From an optimization exercise on the open Yosys and OpenROAD flow, aimed at small area, a short achievable clock period and few clock cycles; shortcuts taken in it are not production practice.
Function was checked by simulation only, so behaviour that the tests miss may differ from the original.

==> inputs of run M <==
==> flow/design.v <==
package ncc_pkg;
    localparam int MAX_WINDOW_PIXELS = 65536;
    localparam int COUNT_W = 17;    
    localparam int SUM_W   = 24;    
    localparam int SQ_W    = 32;    
    localparam int V_W     = 47;    
    localparam int M_W     = 46;    
    localparam int R_W     = 92;    
endpackage
import ncc_pkg::*;
module ncc_mul
(
    input  logic [16:0] rem,
    input  logic [15:0] root,
    input  logic [1:0]  bits,
    output logic [16:0] rem_next,
    output logic [15:0] root_next
);
    logic [18:0] rem_sh;
    logic [18:0] trial;
    logic [18:0] diff;
    assign rem_sh = {rem, bits};
    assign trial  = {root[14:0], 2'b01};
    assign diff   = rem_sh - trial;
    always_comb
    begin
        if (!diff[18])
        begin
            rem_next  = diff[16:0];
            root_next = {root[14:0], 1'b1};
        end
        else
        begin
            rem_next  = rem_sh[16:0];
            root_next = {root[14:0], 1'b0};
        end
    end
endmodule
module ncc_csa
(
    input  logic [V_W-1:0]   p,
    input  logic             n_bit,
    input  logic [SQ_W-1:0]  xv,
    input  logic             a_bit,
    input  logic [SUM_W-1:0] yv,
    output logic [2*V_W-1:0] cs
);
    logic [V_W-1:0] a, b, c, s, m;
    assign a  = {p[V_W-2:0], 1'b0};
    assign b  = n_bit ? {{(V_W-SQ_W){1'b0}}, xv} : '0;
    assign c  = a_bit ? ~{{(V_W-SUM_W){1'b0}}, yv} : '0;
    assign s  = a ^ b ^ c;
    assign m  = (a & b) | (a & c) | (b & c);
    assign cs = {s, m[V_W-2:0], a_bit};
endmodule
import ncc_pkg::*;
module ncc_ctrl
(
    input  logic               clk,
    input  logic               rst_n,
    input  logic               load,
    output logic               full,
    input  logic [COUNT_W-1:0] n_in,
    input  logic [SUM_W-1:0]   ss_in,
    input  logic [SUM_W-1:0]   st_in,
    input  logic [SQ_W-1:0]    sss_in,
    input  logic [SQ_W-1:0]    stt_in,
    input  logic [SQ_W-1:0]    sst_in,
    output logic               result_valid,
    input  logic               result_ready,
    output logic signed [15:0] correlation,
    output logic               degenerate
);
    localparam logic [2:0] ST_IDLE = 3'd0;
    localparam logic [2:0] ST_INIT = 3'd1;
    localparam logic [2:0] ST_S1   = 3'd2;
    localparam logic [2:0] ST_XFER = 3'd3;
    localparam logic [2:0] ST_S2   = 3'd4;
    localparam logic [2:0] ST_DIV  = 3'd5;
    localparam logic [2:0] ST_FIN  = 3'd6;
    localparam logic [2:0] ST_DONE = 3'd7;
    logic [2:0]         state;
    logic               full_reg;
    logic               valid_reg;
    logic [5:0]         j;
    logic [COUNT_W-1:0] n1;
    logic [SUM_W-1:0]   a1, b1;
    logic [SQ_W-1:0]    x1, x2, x3;
    logic               nb, ab, bb;
    logic [V_W-1:0]     pv, pw, pc;
    logic [M_W-1:0]     ad, ae, be;
    logic [1:0]         vh;
    logic               sub;
    logic               neg, deg;
    logic [1:0]         qb;
    logic [16:0]        rem;
    logic [15:0]        root;
    logic [15:0]        corr_reg;
    logic               deg_reg;
    logic [4:0]         k1;
    logic [SUM_W-1:0]   k1_src;
    logic [M_W-1:0]     k_src;
    logic [5:0]         k2;
    assign k1_src = SUM_W'(n1) | a1 | b1;
    always_comb
    begin
        k1 = '0;
        for (int i = 0; i < SUM_W; i++)
            if (k1_src[i])
                k1 = 5'(i);
    end
    assign k_src = pw[M_W-1:0] | (pc[M_W-1:0] ^ {M_W{pc[V_W-1]}});
    always_comb
    begin
        k2 = 6'd1;
        for (int i = 0; i < M_W - 1; i++)
            if (k_src[i])
                k2 = 6'(i + 2);
        if (k_src[M_W-1])
            k2 = 6'(M_W);
    end
    logic [4:0]         bsel;
    logic [SUM_W-1:0]   n1x;
    assign bsel = (state == ST_INIT) ? k1 : j[4:0];
    assign n1x  = SUM_W'(n1);
    logic [V_W-1:0]     x_1, y_1, x_2, y_2, x_3, y_3;
    logic               ci_1, ci_2, ci_3;
    logic [V_W:0]       sum_1, sum_2, sum_3;
    logic [V_W+V_W-1:0] cs_1, cs_2, cs_3;
    logic [93:0]        dv, dd;
    ncc_csa u_cs1 (.p(pv), .n_bit(nb), .xv(x1), .a_bit(ab), .yv(a1), .cs(cs_1));
    ncc_csa u_cs2 (.p(pw), .n_bit(nb), .xv(x2), .a_bit(bb), .yv(b1), .cs(cs_2));
    ncc_csa u_cs3 (.p(pc), .n_bit(nb), .xv(x3), .a_bit(ab), .yv(b1), .cs(cs_3));
    assign dv = {vh, ae, be};
    assign dd = {2'b00, ad, pw[M_W-1:0]} ^ {94{sub}};
    always_comb
    begin
        x_1 = cs_1[2*V_W-1:V_W];
        y_1 = cs_1[V_W-1:0];
        ci_1 = 1'b0;
        x_2 = cs_2[2*V_W-1:V_W];
        y_2 = cs_2[V_W-1:0];
        ci_2 = 1'b0;
        x_3 = cs_3[2*V_W-1:V_W];
        y_3 = cs_3[V_W-1:0];
        ci_3 = 1'b0;
        if (state == ST_XFER)
        begin
            x_3  = pc ^ {V_W{pc[V_W-1]}};
            y_3  = '0;
            ci_3 = pc[V_W-1];
        end
        if (state == ST_S2)
        begin
            x_1 = V_W'(ad);
            y_1 = pw[0] ? V_W'(pv[M_W-1:0]) : '0;
            x_2 = V_W'(ae);
            y_2 = be[0] ? V_W'(pc[M_W-1:0]) : '0;
        end
        if (state == ST_DIV)
        begin
            x_1  = dv[46:0];
            y_1  = dd[46:0];
            ci_1 = sub;
            x_2  = dv[93:47];
            y_2  = dd[93:47];
            ci_2 = sum_1[V_W];
        end
    end
    assign sum_1 = {1'b0, x_1} + {1'b0, y_1} + (V_W+1)'(ci_1);
    assign sum_2 = {1'b0, x_2} + {1'b0, y_2} + (V_W+1)'(ci_2);
    assign sum_3 = {1'b0, x_3} + {1'b0, y_3} + (V_W+1)'(ci_3);
    logic [93:0]        dsum;
    logic               q;
    assign dsum = {sum_2[V_W-1:0], sum_1[V_W-1:0]};
    assign q    = !dsum[93];
    logic [16:0]        rem_nx;
    logic [15:0]        root_nx;
    ncc_mul u_sqrt (
        .rem       (rem),
        .root      (root),
        .bits      (qb),
        .rem_next  (rem_nx),
        .root_next (root_nx)
    );
    logic [15:0]        corr_nx;
    logic               emit;
    always_comb
    begin
        if (deg)
            corr_nx = '0;
        else if (neg)
            corr_nx = -root;
        else if (root[15])
            corr_nx = 16'h7FFF;
        else
            corr_nx = root;
    end
    assign emit = (state == ST_DONE) && (!valid_reg || result_ready);
    always_ff @(posedge clk or negedge rst_n)
    begin
        if (!rst_n)
        begin
            state     <= ST_IDLE;
            full_reg  <= 1'b0;
            valid_reg <= 1'b0;
        end
        else
        begin
            if (load)
                full_reg <= 1'b1;
            if (result_ready)
                valid_reg <= 1'b0;
            if (emit)
                valid_reg <= 1'b1;
            case (state)
                ST_IDLE:
                    if (full_reg)
                        state <= ST_INIT;
                ST_INIT:
                    state <= ST_S1;
                ST_S1:
                    if (j == 6'h3F)
                    begin
                        state    <= ST_XFER;
                        full_reg <= 1'b0;
                    end
                ST_XFER:
                    state <= ((pv == '0) || (pw == '0)) ? ST_DONE : ST_S2;
                ST_S2:
                    if (j == '0)
                        state <= ST_DIV;
                ST_DIV:
                    if (j == '0)
                        state <= ST_FIN;
                ST_FIN:
                    state <= ST_DONE;
                ST_DONE:
                    if (emit)
                        state <= ST_IDLE;
                default:
                    state <= ST_IDLE;
            endcase
        end
    end
    always_ff @(posedge clk)
    begin
        if (load)
        begin
            n1 <= n_in;
            a1 <= ss_in;
            b1 <= st_in;
            x1 <= sss_in;
            x2 <= stt_in;
            x3 <= sst_in;
        end
        if ((state == ST_INIT) || (state == ST_S1))
        begin
            nb <= n1x[bsel];
            ab <= a1[bsel];
            bb <= b1[bsel];
        end
        case (state)
            ST_INIT:
            begin
                j  <= 6'(k1) - 1'b1;
                pv <= '0;
                pw <= '0;
                pc <= '0;
            end
            ST_S1:
            begin
                pv <= sum_1[V_W-1:0];
                pw <= sum_2[V_W-1:0];
                pc <= sum_3[V_W-1:0];
                j  <= j - 1'b1;
            end
            ST_XFER:
            begin
                deg <= (pv == '0) || (pw == '0);
                neg <= pc[V_W-1];
                pc  <= sum_3[V_W-1:0];
                be  <= sum_3[M_W-1:0];
                ad  <= '0;
                ae  <= '0;
                j   <= k2 - 1'b1;
            end
            ST_S2:
            begin
                ad  <= sum_1[M_W:1];
                pw  <= {1'b0, sum_1[0], pw[M_W-1:1]};
                ae  <= sum_2[M_W:1];
                be  <= {sum_2[0], be[M_W-1:1]};
                vh  <= '0;
                sub <= 1'b1;
                qb  <= '0;
                rem  <= '0;
                root <= '0;
                if (j == '0)
                    j <= 6'd30;
                else
                    j <= j - 1'b1;
            end
            ST_DIV:
            begin
                {vh, ae, be} <= {dsum[92:0], 1'b0};
                sub <= q;
                qb  <= {qb[0], q};
                if (j[0])
                begin
                    rem  <= rem_nx;
                    root <= root_nx;
                end
                j <= j - 1'b1;
            end
            ST_FIN:
            begin
                rem  <= rem_nx;
                root <= root_nx;
            end
            ST_DONE:
                if (emit)
                begin
                    corr_reg <= corr_nx;
                    deg_reg  <= deg;
                end
            default: ;
        endcase
    end
    assign full         = full_reg;
    assign result_valid = valid_reg;
    assign correlation  = $signed(corr_reg);
    assign degenerate   = deg_reg;
endmodule
import ncc_pkg::*;
module ncc_dp
(
    input  logic               clk,
    input  logic               take,       
    input  logic               first,      
    input  logic [7:0]         s,
    input  logic [7:0]         t,
    output logic [COUNT_W-1:0] n_next,
    output logic [SUM_W-1:0]   ss_next,
    output logic [SUM_W-1:0]   st_next,
    output logic [SQ_W-1:0]    sss_next,
    output logic [SQ_W-1:0]    stt_next,
    output logic [SQ_W-1:0]    sst_next
);
    logic [COUNT_W-1:0] n_reg;
    logic [SUM_W-1:0]   ss_reg, st_reg;
    logic [SQ_W-1:0]    sss_reg, stt_reg, sst_reg;
    logic               add;
    logic [7:0]         sg, tg;
    logic [15:0]        s_sq, t_sq;
    assign add = take && (first || !n_reg[COUNT_W-1]);
    assign sg  = add ? s : 8'd0;
    assign tg  = add ? t : 8'd0;
    always_comb
    begin
        s_sq = '0;
        t_sq = '0;
        for (int i = 0; i < 8; i++)
        begin
            s_sq = s_sq + (16'(sg[i]) << (2 * i));
            t_sq = t_sq + (16'(tg[i]) << (2 * i));
            for (int k = i + 1; k < 8; k++)
            begin
                s_sq = s_sq + (16'(sg[i] & sg[k]) << (i + k + 1));
                t_sq = t_sq + (16'(tg[i] & tg[k]) << (i + k + 1));
            end
        end
    end
    always_comb
    begin
        n_next   = (first ? '0 : n_reg) + COUNT_W'(add);
        ss_next  = (first ? '0 : ss_reg) + SUM_W'(sg);
        st_next  = (first ? '0 : st_reg) + SUM_W'(tg);
        sss_next = (first ? '0 : sss_reg) + SQ_W'(s_sq);
        stt_next = (first ? '0 : stt_reg) + SQ_W'(t_sq);
        sst_next = (first ? '0 : sst_reg) + SQ_W'(16'(sg) * 16'(tg));
    end
    always_ff @(posedge clk)
    begin
        n_reg   <= n_next;
        ss_reg  <= ss_next;
        st_reg  <= st_next;
        sss_reg <= sss_next;
        stt_reg <= stt_next;
        sst_reg <= sst_next;
    end
endmodule
import ncc_pkg::*;
module normalized_cross_correlation
(
    input  logic               clk,
    input  logic               rst_n,
    input  logic               pixel_valid,
    output logic               pixel_ready,
    input  logic [7:0]         scene_pixel,
    input  logic [7:0]         templ_pixel,
    input  logic               last_pixel,
    output logic               result_valid,
    input  logic               result_ready,
    output logic signed [15:0] correlation,
    output logic               degenerate
);
    logic               in_v, in_last, first;
    logic [7:0]         in_s, in_t;
    logic               hold, take, full;
    logic [COUNT_W-1:0] n_nx;
    logic [SUM_W-1:0]   ss_nx, st_nx;
    logic [SQ_W-1:0]    sss_nx, stt_nx, sst_nx;
    assign hold        = in_last && full;
    assign take        = in_v && !hold;
    assign pixel_ready = !(in_v && hold);
    always_ff @(posedge clk or negedge rst_n)
    begin
        if (!rst_n)
        begin
            in_v  <= 1'b0;
            first <= 1'b1;
        end
        else
        begin
            in_v <= (in_v && hold) || pixel_valid;
            if (take)
                first <= in_last;
        end
    end
    always_ff @(posedge clk)
    begin
        if (pixel_ready)
        begin
            in_s    <= scene_pixel;
            in_t    <= templ_pixel;
            in_last <= last_pixel;
        end
    end
    ncc_dp u_dp (
        .clk      (clk),
        .take     (take),
        .first    (first),
        .s        (in_s),
        .t        (in_t),
        .n_next   (n_nx),
        .ss_next  (ss_nx),
        .st_next  (st_nx),
        .sss_next (sss_nx),
        .stt_next (stt_nx),
        .sst_next (sst_nx)
    );
    ncc_ctrl u_post (
        .clk          (clk),
        .rst_n        (rst_n),
        .load         (take && in_last),
        .full         (full),
        .n_in         (n_nx),
        .ss_in        (ss_nx),
        .st_in        (st_nx),
        .sss_in       (sss_nx),
        .stt_in       (stt_nx),
        .sst_in       (sst_nx),
        .result_valid (result_valid),
        .result_ready (result_ready),
        .correlation  (correlation),
        .degenerate   (degenerate)
    );
endmodule
==> flow/run.sh <==
#!/bin/bash
# synth_recipe.tcl (not shown) runs the flow's synth.tcl, then flattens the netlist and writes it again
# the make line also repeats each setting of config.mk as NAME=value (left out here)
make -C /OpenROAD-flow-scripts/flow DESIGN_CONFIG=/design/flow/config.mk WORK_HOME=/design/flow/orfs CLKGATE_MAP_FILE= SYNTH_SCRIPT=/design/flow/synth_recipe.tcl finish
==> flow/config.mk <==
export PLATFORM = sky130hd
export DESIGN_NAME = normalized_cross_correlation
export DESIGN_NICKNAME = normalized_cross_correlation
export VERILOG_FILES = /design/flow/design.v
export SDC_FILE = /design/flow/constraint.sdc
export NUM_CORES = 4
export LEC_CHECK = 0
export CAP_MARGIN = 20
export CORE_MARGIN = 2
export CORE_UTILIZATION = 40
export SLEW_MARGIN = 20
==> flow/constraint.sdc <==
create_clock -name core_clock -period 11.0 [get_ports {clk}]
set_input_delay 2.2000 -clock core_clock [delete_from_list [all_inputs] [get_ports {clk}]]
set_output_delay 2.2000 -clock core_clock [all_outputs]
set_load 0.01 [all_outputs]
==> run X (differences from run M) <==
SETUP_SLACK_MARGIN = 5   (was not set)
==> comparison table <==
Clock network share of area: run X 4.73%; run M 4.89%
Required time of the critical path: run X 11.40 ns; run M 11.39 ns
Number of buffers added for setup after CTS: run X 105; run M 0
Latest clock arrival within the worst-skew pair: run X 0.71 ns; run M 0.72 ns
Final WS setup: run X 3.73 ns; run M 1.86 ns
Worst hold endpoint: run X u_dp.stt_reg[18]; run M u_dp.sss_reg[23]
Worst Max-Slew Pin Slew: run X 1.20 ns; run M 1.27 ns
Placed cell count: run X 6963; run M 6966
M1 WL: run X 76.2 mm; run M 74.1 mm
Routed length on met3: run X 13.6 mm; run M 11.9 mm
Final core utilization: run X 47.1%; run M 44.1%
Crit path max-delay cell type: run X sky130_fd_sc_hd__dfrtp_4; run M sky130_fd_sc_hd__dfrtp_1
Worst clock skew on the final layout: run X 0.0402 ns; run M 0.0434 ns
Unrepaired setup endpoints after global routing: run X yes; run M no
Number of non-clock buffers: run X 251; run M 102
Routed wire length: run X 177 mm; run M 168 mm
Met2 track demand over resource: run X 42.1%; run M 40.9%
Outcome: run X timing/DRC/antenna clean; run M timing/DRC/antenna clean
Testbench counts of run M, summed over its fixed seeds: cycles 45,234.
Testbench counts of run X, summed over its fixed seeds: cycles 45,234.

separate check: timing with driven ports:
How much do the figures lean on ideal ports? The routed layouts below were timed once more, with nothing changed but the port constraints. Step 1 sets driving cells, clkbuf_16 on the clock port and buf_2 on the other inputs (assumed; they add their load-dependent delay and slew). Step 2 adds t to the input delays and takes it off the output delays; t is the mean of the earliest and latest rising clock arrival at the registers after step 1. Input paths then give back, and output paths get back, about the clock's delay inside the block. Three values: ideal ports, drivers, drivers and shift; two values: the first two.
run	shift t [ns]	slack for setup (ns)	worst register clock-pin slew, ns	worst data-port slew with drivers (ns)
run M	0.768	1.864 / 1.864 / 1.864	0.07 / 0.07	0.04
run X	0.766	3.728 / 3.728 / 3.728	0.07 / 0.07	0.05
After both steps setup and hold are still met in every run listed.
